Context: an optimization exercise on an open-source flow, tuned for small area and a short achievable clock period. The choices shown serve that exercise and are no tape-out recipe. At most, simulation tests tie the RTL to the original design; equivalence was not proved. Power and IR drop assume default switching activity.

==> flow/design.v (excerpt) <==
module multi_channel_snooper
#(
    parameter int NUM_CH      = 4,
    parameter int TDATA_WIDTH = 512,
    parameter int TKEEP_WIDTH = TDATA_WIDTH / 8,
    parameter int CNT_WIDTH   = 20
) (
    input  logic                          clk,
    input  logic                          areset,
    input  logic [NUM_CH*TKEEP_WIDTH-1:0] mon_TKEEP,
    input  logic [NUM_CH-1:0]             mon_TVALID,
    input  logic [NUM_CH-1:0]             mon_TREADY,
    input  logic [NUM_CH-1:0]             mon_TLAST,
    input  logic [NUM_CH-1:0]             ch_enable,
    input  logic                          measure,
    output logic [63:0]                   report_TDATA,
    output logic [7:0]                    report_TKEEP,
    output logic                          report_TVALID,
    input  logic                          report_TREADY,
    output logic                          report_TLAST,
    output logic                          busy,
    output logic [NUM_CH*CNT_WIDTH-1:0]   pkt_size,
    output logic [NUM_CH-1:0]             pkt_size_valid,
    output logic                          measure_sync_out
);
Size in the first run: about 3400 cells after synthesis, about 550 flip-flops, ~440 I/O pins.
export LEC_CHECK = 0
export CAP_MARGIN = 20
export CORE_MARGIN = 2
export CORE_UTILIZATION = 40
export SLEW_MARGIN = 20
create_clock -name core_clock -period 14.0 [get_ports {clk}]
standard.sh (not shown) runs the stock make flow with config.mk's settings and CLKGATE_MAP_FILE= SYNTH_SCRIPT=/design/flow/synth_recipe.tcl, a recipe that flattens the netlist after the stock synthesis.
==> flow/flow/run.sh <==
#!/bin/bash
# Layout flow: the standard layout (standard synthesis unchanged), with the port buffers
# made from a small buffer instead of the resizer's default delay cell, timing repair aiming
# for a setup slack of 8 ns at the design's clock, and a leaner clock tree. Every tool's
# output goes to a log file in this folder; ORFS keeps its per-step logs under orfs/logs/.
set -euo pipefail
bash standard.sh synth > synth.log 2>&1
bash standard.sh "BUFFER_PORTS_ARGS=-buffer_cell sky130_fd_sc_hd__buf_1" SETUP_SLACK_MARGIN=8.6 \
    "CTS_ARGS=-sink_clustering_enable -repair_clock_nets -dont_use_dummy_load -sink_clustering_size 24 -sink_clustering_max_diameter 120" finish > layout.log 2>&1
The first run passed the timing, design-rule and antenna checks.
Then changed:
==> flow/run.sh (new file) <==
#!/bin/bash
# synth_recipe.tcl (not shown) runs the flow's synth.tcl, then flattens the netlist and writes it again
# the make line also repeats each setting of config.mk as NAME=value (left out here)
make -C /OpenROAD-flow-scripts/flow DESIGN_CONFIG=/design/flow/config.mk WORK_HOME=/design/flow/orfs CLKGATE_MAP_FILE= SYNTH_SCRIPT=/design/flow/synth_recipe.tcl finish
- CTS_CLUSTER_DIAMETER: default -> 120
- CTS_CLUSTER_SIZE: default -> 24
removed: flow/flow/run.sh
removed: flow/standard.sh
Global-route usage is lower by 1.0 points.
Cell count is lower by 6.4%.
Die area is unchanged.
Clock skew is lower by 0.063 ns.
Maximum frequency is lower by 19%.
Worst setup slack degrades by 1.4 ns.
Worst hold slack degrades by 0.0058 ns.
Power is lower by 12%.
Then changed:
==> flow/flow/run.sh (new file) <==
#!/bin/bash
# Layout flow: the standard layout (standard synthesis unchanged), with the port buffers
# made from a small buffer instead of the resizer's default delay cell, timing repair aiming
# for a setup slack of 8 ns at the design's clock, and a leaner clock tree. Every tool's
# output goes to a log file in this folder; ORFS keeps its per-step logs under orfs/logs/.
set -euo pipefail
bash standard.sh synth > synth.log 2>&1
bash standard.sh "BUFFER_PORTS_ARGS=-buffer_cell sky130_fd_sc_hd__buf_1" SETUP_SLACK_MARGIN=8.25 \
    "CTS_ARGS=-sink_clustering_enable -repair_clock_nets -dont_use_dummy_load -sink_clustering_size 24 -sink_clustering_max_diameter 120" finish > layout.log 2>&1
==> flow/standard.sh (new file) <==
#!/bin/bash
# synth_recipe.tcl (not shown) runs the flow's synth.tcl, then flattens the netlist and writes it again
# the make line also repeats each setting of config.mk as NAME=value (left out here)
make -C /OpenROAD-flow-scripts/flow DESIGN_CONFIG=/design/flow/config.mk WORK_HOME=/design/flow/orfs CLKGATE_MAP_FILE= SYNTH_SCRIPT=/design/flow/synth_recipe.tcl "${@:-finish}"
- CTS_CLUSTER_DIAMETER: 120 -> default
- CTS_CLUSTER_SIZE: 24 -> default
removed: flow/run.sh
Result:
- The changed run finished with timing, DRC and antenna clean
- fmax goes up by 24%
- via count rose by 3.2%
- critical path depth went up by 4
- cell count rises by 3.3%
- global-route usage decreases by 0.18 points
- routed wire length increases by 1.6%
Then changed:
--- a/flow/flow/run.sh
+++ b/flow/flow/run.sh
@@ -8 +8 @@
-bash standard.sh "BUFFER_PORTS_ARGS=-buffer_cell sky130_fd_sc_hd__buf_1" SETUP_SLACK_MARGIN=8.25 \
+bash standard.sh "BUFFER_PORTS_ARGS=-buffer_cell sky130_fd_sc_hd__buf_1" SETUP_SLACK_MARGIN=8.3 TNS_END_PERCENT=5 \
=> Via count falls by 2.5%. Hold slack hardly moves. Clock-buffer cell count does not change. Routed wire length falls by 2.7%. Setup slack degrades by 0.019 ns.


Another version of the RTL of multi_channel_snooper (not shown whole).
Size in the first run: roughly 570 flip-flops, ~440 I/O pins.
==> flow/config.mk <==
export PLATFORM = sky130hd
export DESIGN_NAME = multi_channel_snooper
export DESIGN_NICKNAME = multi_channel_snooper
export VERILOG_FILES = /design/flow/design.v
export SDC_FILE = /design/flow/constraint.sdc
export NUM_CORES = 4
export LEC_CHECK = 0
export CAP_MARGIN = 20
export CORE_MARGIN = 2
export CORE_UTILIZATION = 40
export SLEW_MARGIN = 20
==> flow/constraint.sdc <==
create_clock -name core_clock -period 14.0 [get_ports {clk}]
set_input_delay 2.8000 -clock core_clock [delete_from_list [all_inputs] [get_ports {clk}]]
set_output_delay 2.8000 -clock core_clock [all_outputs]
set_load 0.01 [all_outputs]
==> flow/flow/run.sh <==
#!/bin/bash
# Layout flow: the standard layout (standard synthesis unchanged), with the port buffers
# made from a small buffer instead of the resizer's default delay cell, and timing repair
# aiming for a setup slack of 9 ns at the design's clock. Every tool's output goes to a log
# file in this folder; ORFS keeps its per-step logs under orfs/logs/.
set -euo pipefail
bash standard.sh synth > synth.log 2>&1
bash standard.sh "BUFFER_PORTS_ARGS=-buffer_cell sky130_fd_sc_hd__buf_1" SETUP_SLACK_MARGIN=9 finish > layout.log 2>&1
==> next run, changes <==
==> flow/flow/run.sh (replaced) <==
#!/bin/bash
# Layout flow: the standard layout (standard synthesis unchanged), with the port buffers
# made from a small buffer instead of the resizer's default delay cell, timing repair aiming
# for a setup slack of 8 ns at the design's clock, and a leaner clock tree. Every tool's
# output goes to a log file in this folder; ORFS keeps its per-step logs under orfs/logs/.
set -euo pipefail
bash standard.sh synth > synth.log 2>&1
bash standard.sh "BUFFER_PORTS_ARGS=-buffer_cell sky130_fd_sc_hd__buf_1" SETUP_SLACK_MARGIN=8 \
    "CTS_ARGS=-sink_clustering_enable -repair_clock_nets -dont_use_dummy_load" finish > layout.log 2>&1
- synthesized cell count does not change
- register-to-register slack improves by 0.43 ns
- final area fell by roughly a tenth
- total power goes down by roughly a tenth
==> next run, changes <==
==> flow/flow/run.sh (replaced) <==
#!/bin/bash
# Layout flow: the standard layout (standard synthesis unchanged), with the port buffers
# made from a small buffer instead of the resizer's default delay cell, and timing repair
# aiming for a setup slack of 8 ns at the design's clock. Every tool's output goes to a log
# file in this folder; ORFS keeps its per-step logs under orfs/logs/.
set -euo pipefail
bash standard.sh synth > synth.log 2>&1
bash standard.sh "BUFFER_PORTS_ARGS=-buffer_cell sky130_fd_sc_hd__buf_1" SETUP_SLACK_MARGIN=8 finish > layout.log 2>&1
Outcome: Routed wire length stays flat; critical path depth is unchanged; area after synthesis is unchanged; clock-buffer cell count went up by 25; register-to-register slack is worse by 0.02 ns; design area grows by about 1.6%; power increases by 6.1%; setup slack is better by 0.029 ns.


## run A
RTL: one of the versions met above, not the one the previous note started from.
Size: ~33000 um2 of cells after synthesis.
Settings: LEC_CHECK=0, CAP_MARGIN=20, CORE_MARGIN=2, CORE_UTILIZATION=40, SLEW_MARGIN=20; clock period 14.0 ns.
==> flow/flow/run.sh <==
#!/bin/bash
# Layout flow: the standard layout (standard synthesis unchanged), with the port buffers
# made from a small buffer instead of the resizer's default delay cell, timing repair aiming
# for a setup slack of 8 ns at the design's clock, and a leaner clock tree. Every tool's
# output goes to a log file in this folder; ORFS keeps its per-step logs under orfs/logs/.
set -euo pipefail
bash standard.sh synth > synth.log 2>&1
bash standard.sh "BUFFER_PORTS_ARGS=-buffer_cell sky130_fd_sc_hd__buf_1" SETUP_SLACK_MARGIN=8 \
    "CTS_ARGS=-sink_clustering_enable -repair_clock_nets -dont_use_dummy_load -sink_clustering_size 28 -sink_clustering_max_diameter 110" finish > layout.log 2>&1
#### Input delta (run B over run A)
diff --git a/flow/flow/run.sh b/flow/flow/run.sh
--- a/flow/flow/run.sh
+++ b/flow/flow/run.sh
@@ -7,3 +7,3 @@
 bash standard.sh synth > synth.log 2>&1
-bash standard.sh "BUFFER_PORTS_ARGS=-buffer_cell sky130_fd_sc_hd__buf_1" SETUP_SLACK_MARGIN=8 \
-    "CTS_ARGS=-sink_clustering_enable -repair_clock_nets -dont_use_dummy_load -sink_clustering_size 28 -sink_clustering_max_diameter 110" finish > layout.log 2>&1
+bash standard.sh "BUFFER_PORTS_ARGS=-buffer_cell sky130_fd_sc_hd__buf_1" SETUP_SLACK_MARGIN=7.8 \
+    "CTS_ARGS=-sink_clustering_enable -repair_clock_nets -dont_use_dummy_load -sink_clustering_size 24 -sink_clustering_max_diameter 120" finish > layout.log 2>&1
[summary]
Worst-path cell with the longest stage delay: fa_1 -> run B, dfxtp_1 -> run A. Run A has a lower relative slew slack than run B. Summary of run B over run A: cell area after layout shows a reduction of about 1.9%; final core utilization fell by 0.86 points.
Relative to run B, the following input files were edited for run C:
==> flow/flow/run.sh <==
#!/bin/bash
# Layout flow: the standard layout (standard synthesis unchanged), with the port buffers
# made from a small buffer instead of the resizer's default delay cell, timing repair aiming
# for a setup slack of 8.6 ns at the design's clock on the worst 5% of endpoints, and a leaner
# clock tree. Every tool's
# output goes to a log file in this folder; ORFS keeps its per-step logs under orfs/logs/.
set -euo pipefail
bash standard.sh synth > synth.log 2>&1
bash standard.sh "BUFFER_PORTS_ARGS=-buffer_cell sky130_fd_sc_hd__buf_1" SETUP_SLACK_MARGIN=8.6 TNS_END_PERCENT=5 \
    "CTS_ARGS=-sink_clustering_enable -repair_clock_nets -dont_use_dummy_load -sink_clustering_size 24 -sink_clustering_max_diameter 120" finish > layout.log 2>&1
Findings:
reg -> out as the category of the critical setup timing path was reported by run B, and in -> reg by run C.
Compared with run B, run C shows a lower clock skew.
Diff run B -> run C: portion of total power attributed to combinational logic higher, fraction of area in registers lower, wire length higher.
Run B reports its start point of the critical path as g_ch[1].u_ch.pr[0] while run C reports mon_TKEEP[161].
Changes in run D relative to run C:
==> flow/flow/run.sh <==
#!/bin/bash
# Layout flow: the standard layout (standard synthesis unchanged), with the port buffers
# made from a small buffer instead of the resizer's default delay cell, timing repair aiming
# for a setup slack of 8 ns at the design's clock, and a leaner clock tree. Every tool's
# output goes to a log file in this folder; ORFS keeps its per-step logs under orfs/logs/.
set -euo pipefail
bash standard.sh synth > synth.log 2>&1
bash standard.sh "BUFFER_PORTS_ARGS=-buffer_cell sky130_fd_sc_hd__buf_1" \
    "CTS_ARGS=-sink_clustering_enable -repair_clock_nets -dont_use_dummy_load -sink_clustering_size 24 -sink_clustering_max_diameter 120" finish > layout.log 2>&1
==> summary.txt <==
Looking at run C and run D, the routed wire length per instance is a wash. Compared with run C, in run D clock-buffer cell count went down by 1, cell count went down by 1.4%, via count of the first global-routing pass went down by 583, upper clock frequency limit went down by 14%, met1 usage in global routing was more or less identical. Taking run C as the reference point, the sequential share of layout area of run D rises by 1.3 points. Run D vs. run C: floorplan die height was more or less identical; count of buffer and inverter cells on the critical path went down by 2.
The inputs of run E differ from those of run D as listed below.
Settings: swapping 40 for 60 in CORE_UTILIZATION.
diff --git a/flow/flow/run.sh b/flow/flow/run.sh
--- a/flow/flow/run.sh
+++ b/flow/flow/run.sh
@@ -7,3 +7,3 @@
 bash standard.sh synth > synth.log 2>&1
-bash standard.sh "BUFFER_PORTS_ARGS=-buffer_cell sky130_fd_sc_hd__buf_1" \
+bash standard.sh "BUFFER_PORTS_ARGS=-buffer_cell sky130_fd_sc_hd__buf_1" SETUP_SLACK_MARGIN=8 \
     "CTS_ARGS=-sink_clustering_enable -repair_clock_nets -dont_use_dummy_load -sink_clustering_size 24 -sink_clustering_max_diameter 120" finish > layout.log 2>&1
### Flow results
Every run in the comparison, run D and run E, completed the flow with a clean layout. In terms of hold slack, run D and run E differ only marginally. Compared run E vs run D, and fraction of power consumed by combinational cells is up in run E. Cell area | run E vs run D | run E larger. Compared with run D, run E shows die boundary width lower by 53 um. Row synthesis-to-finish area growth: run E higher / run D lower. Run D ended up with a21oi_1 as its cell at the slowest stage of the critical path; run E ended up with fa_1. Static leakage power up 2.2% in run E wrt run D.
Input changes introduced in run F (baseline for comparison: run E):
Settings: changing CORE_UTILIZATION from 60 to 40.
diff --git a/flow/flow/run.sh b/flow/flow/run.sh
--- a/flow/flow/run.sh
+++ b/flow/flow/run.sh
@@ -7,3 +7,3 @@
 bash standard.sh synth > synth.log 2>&1
-bash standard.sh "BUFFER_PORTS_ARGS=-buffer_cell sky130_fd_sc_hd__buf_1" SETUP_SLACK_MARGIN=8 \
+bash standard.sh "BUFFER_PORTS_ARGS=-buffer_cell sky130_fd_sc_hd__buf_1" SETUP_SLACK_MARGIN=8.6 TNS_END_PERCENT=5 \
     "CTS_ARGS=-sink_clustering_enable -repair_clock_nets -dont_use_dummy_load -sink_clustering_size 24 -sink_clustering_max_diameter 120" finish > layout.log 2>&1
==> summary.txt <==
Portion of the layout cell area used by non-clock buffers: run F higher than run E
Run F has die area above what run E had.
Compared with run E, run F shows a clock skew that is 0.034 ns lower.
Compared with run E, run F shows a lower share of the core filled with cells.
Going from run E to run F, first-pass GRT wire length climbed 3.5%; area of the core up about 50%; cell area higher; total of fill cells in the finished design increased by 3512 relative to the old numbers.


Setup of P:
Another version of the RTL of multi_channel_snooper (not shown whole).
Size: about 550 flip-flops, ~440 I/O pins, about 0.033 mm2 of cells after synthesis.
export LEC_CHECK = 0
export CAP_MARGIN = 20
export CORE_MARGIN = 2
export CORE_UTILIZATION = 40
export SLEW_MARGIN = 20
create_clock -name core_clock -period 14.0 [get_ports {clk}]
==> flow/flow/run.sh <==
#!/bin/bash
# Layout flow: the standard layout (standard synthesis unchanged), with the port buffers
# made from a small buffer instead of the resizer's default delay cell, timing repair aiming
# for a setup slack of 8 ns at the design's clock, and a leaner clock tree. Every tool's
# output goes to a log file in this folder; ORFS keeps its per-step logs under orfs/logs/.
set -euo pipefail
bash standard.sh synth > synth.log 2>&1
bash standard.sh "BUFFER_PORTS_ARGS=-buffer_cell sky130_fd_sc_hd__buf_1" SETUP_SLACK_MARGIN=8.6 TNS_END_PERCENT=5 \
    "CTS_ARGS=-sink_clustering_enable -repair_clock_nets -dont_use_dummy_load -sink_clustering_size 24 -sink_clustering_max_diameter 120" finish > layout.log 2>&1
> inputs changed (P -> Q)
-- flow/flow/run.sh --
<<< P, line 8
bash standard.sh "BUFFER_PORTS_ARGS=-buffer_cell sky130_fd_sc_hd__buf_1" SETUP_SLACK_MARGIN=8.6 TNS_END_PERCENT=5 \
>>> Q, line 8
bash standard.sh "BUFFER_PORTS_ARGS=-buffer_cell sky130_fd_sc_hd__buf_1" SETUP_SLACK_MARGIN=8.3 \
Results
- Multi-input combinational cell area: lower on P
- Q against P: wire length per cell after detailed routing grew by 0.22 um, clock-buffer cell count shrank by 1, global-route wire length before repair went down, worst-case vdd ir drop now sits higher, hold slack grew by 0.0058 ns.
- Between P and Q, the flow reports placer's final routability congestion estimate decreasing by a few percent.
- Q and P ended up with roughly the same part of the cycle the worst path needs.
- After detailed routing, P needs less wire than Q.
- Q has final non-filler cell area above what P had.
Function was not checked in any run of this note: the RTL went through the layout flow alone.

==> what the ideal ports hide <==
Ports are ideal in the flow. The routed layouts listed here were re-timed in OpenROAD. Step 1, drivers: a clkbuf_16 drives clk and a buf_2 each remaining input, both assumed. Step 2 moves the port delays by t, midway between the first and last clock arrival at a register: inputs arrive t later, outputs are due t later. That takes back most of the time a late clock gives input paths. Three values: ideal ports, drivers, drivers and shift; two values: the first two.
| run | t, ns | slack for setup (ns) | pins driven straight from the clock port |
|---|---|---|---|
| the first run of note 1 | 0.681 | 8.075 / 8.050 / 7.438 | 1 |
| the second run of note 1 | 0.683 | 6.683 / 6.611 / 7.005 | 1 |
| the third run of note 1 | 0.667 | 8.111 / 8.110 / 7.473 | 1 |
| the fourth run of note 1 | 0.665 | 8.092 / 8.029 / 7.461 | 1 |
| the first run of note 2 | 0.681 | 7.681 / 7.710 / 7.029 | 1 |
| the second run of note 2 | 0.670 | 7.615 / 7.648 / 6.978 | 1 |
| the third run of note 2 | 0.689 | 7.644 / 7.676 / 6.987 | 1 |
| run A | 0.663 | 8.011 / 7.944 / 7.417 | 1 |
| run B | 0.667 | 7.822 / 7.757 / 7.428 | 1 |
| run C | 0.664 | 8.092 / 8.055 / 7.441 | 1 |
| run D | 0.672 | 7.163 / 7.092 / 7.353 | 1 |
| run E | 0.643 | 7.977 / 7.991 / 7.348 | 1 |
| run F | 0.664 | 8.092 / 8.055 / 7.441 | 1 |
| P | 0.644 | 8.241 / 8.180 / 7.713 | 1 |
| Q | 0.655 | 8.262 / 8.201 / 7.743 | 1 |
After both steps every run listed still meets setup and hold. For the third run of note 2, which loses most, drivers alone change the setup slack by +0.032 ns; drivers and shift together by -0.657 ns.
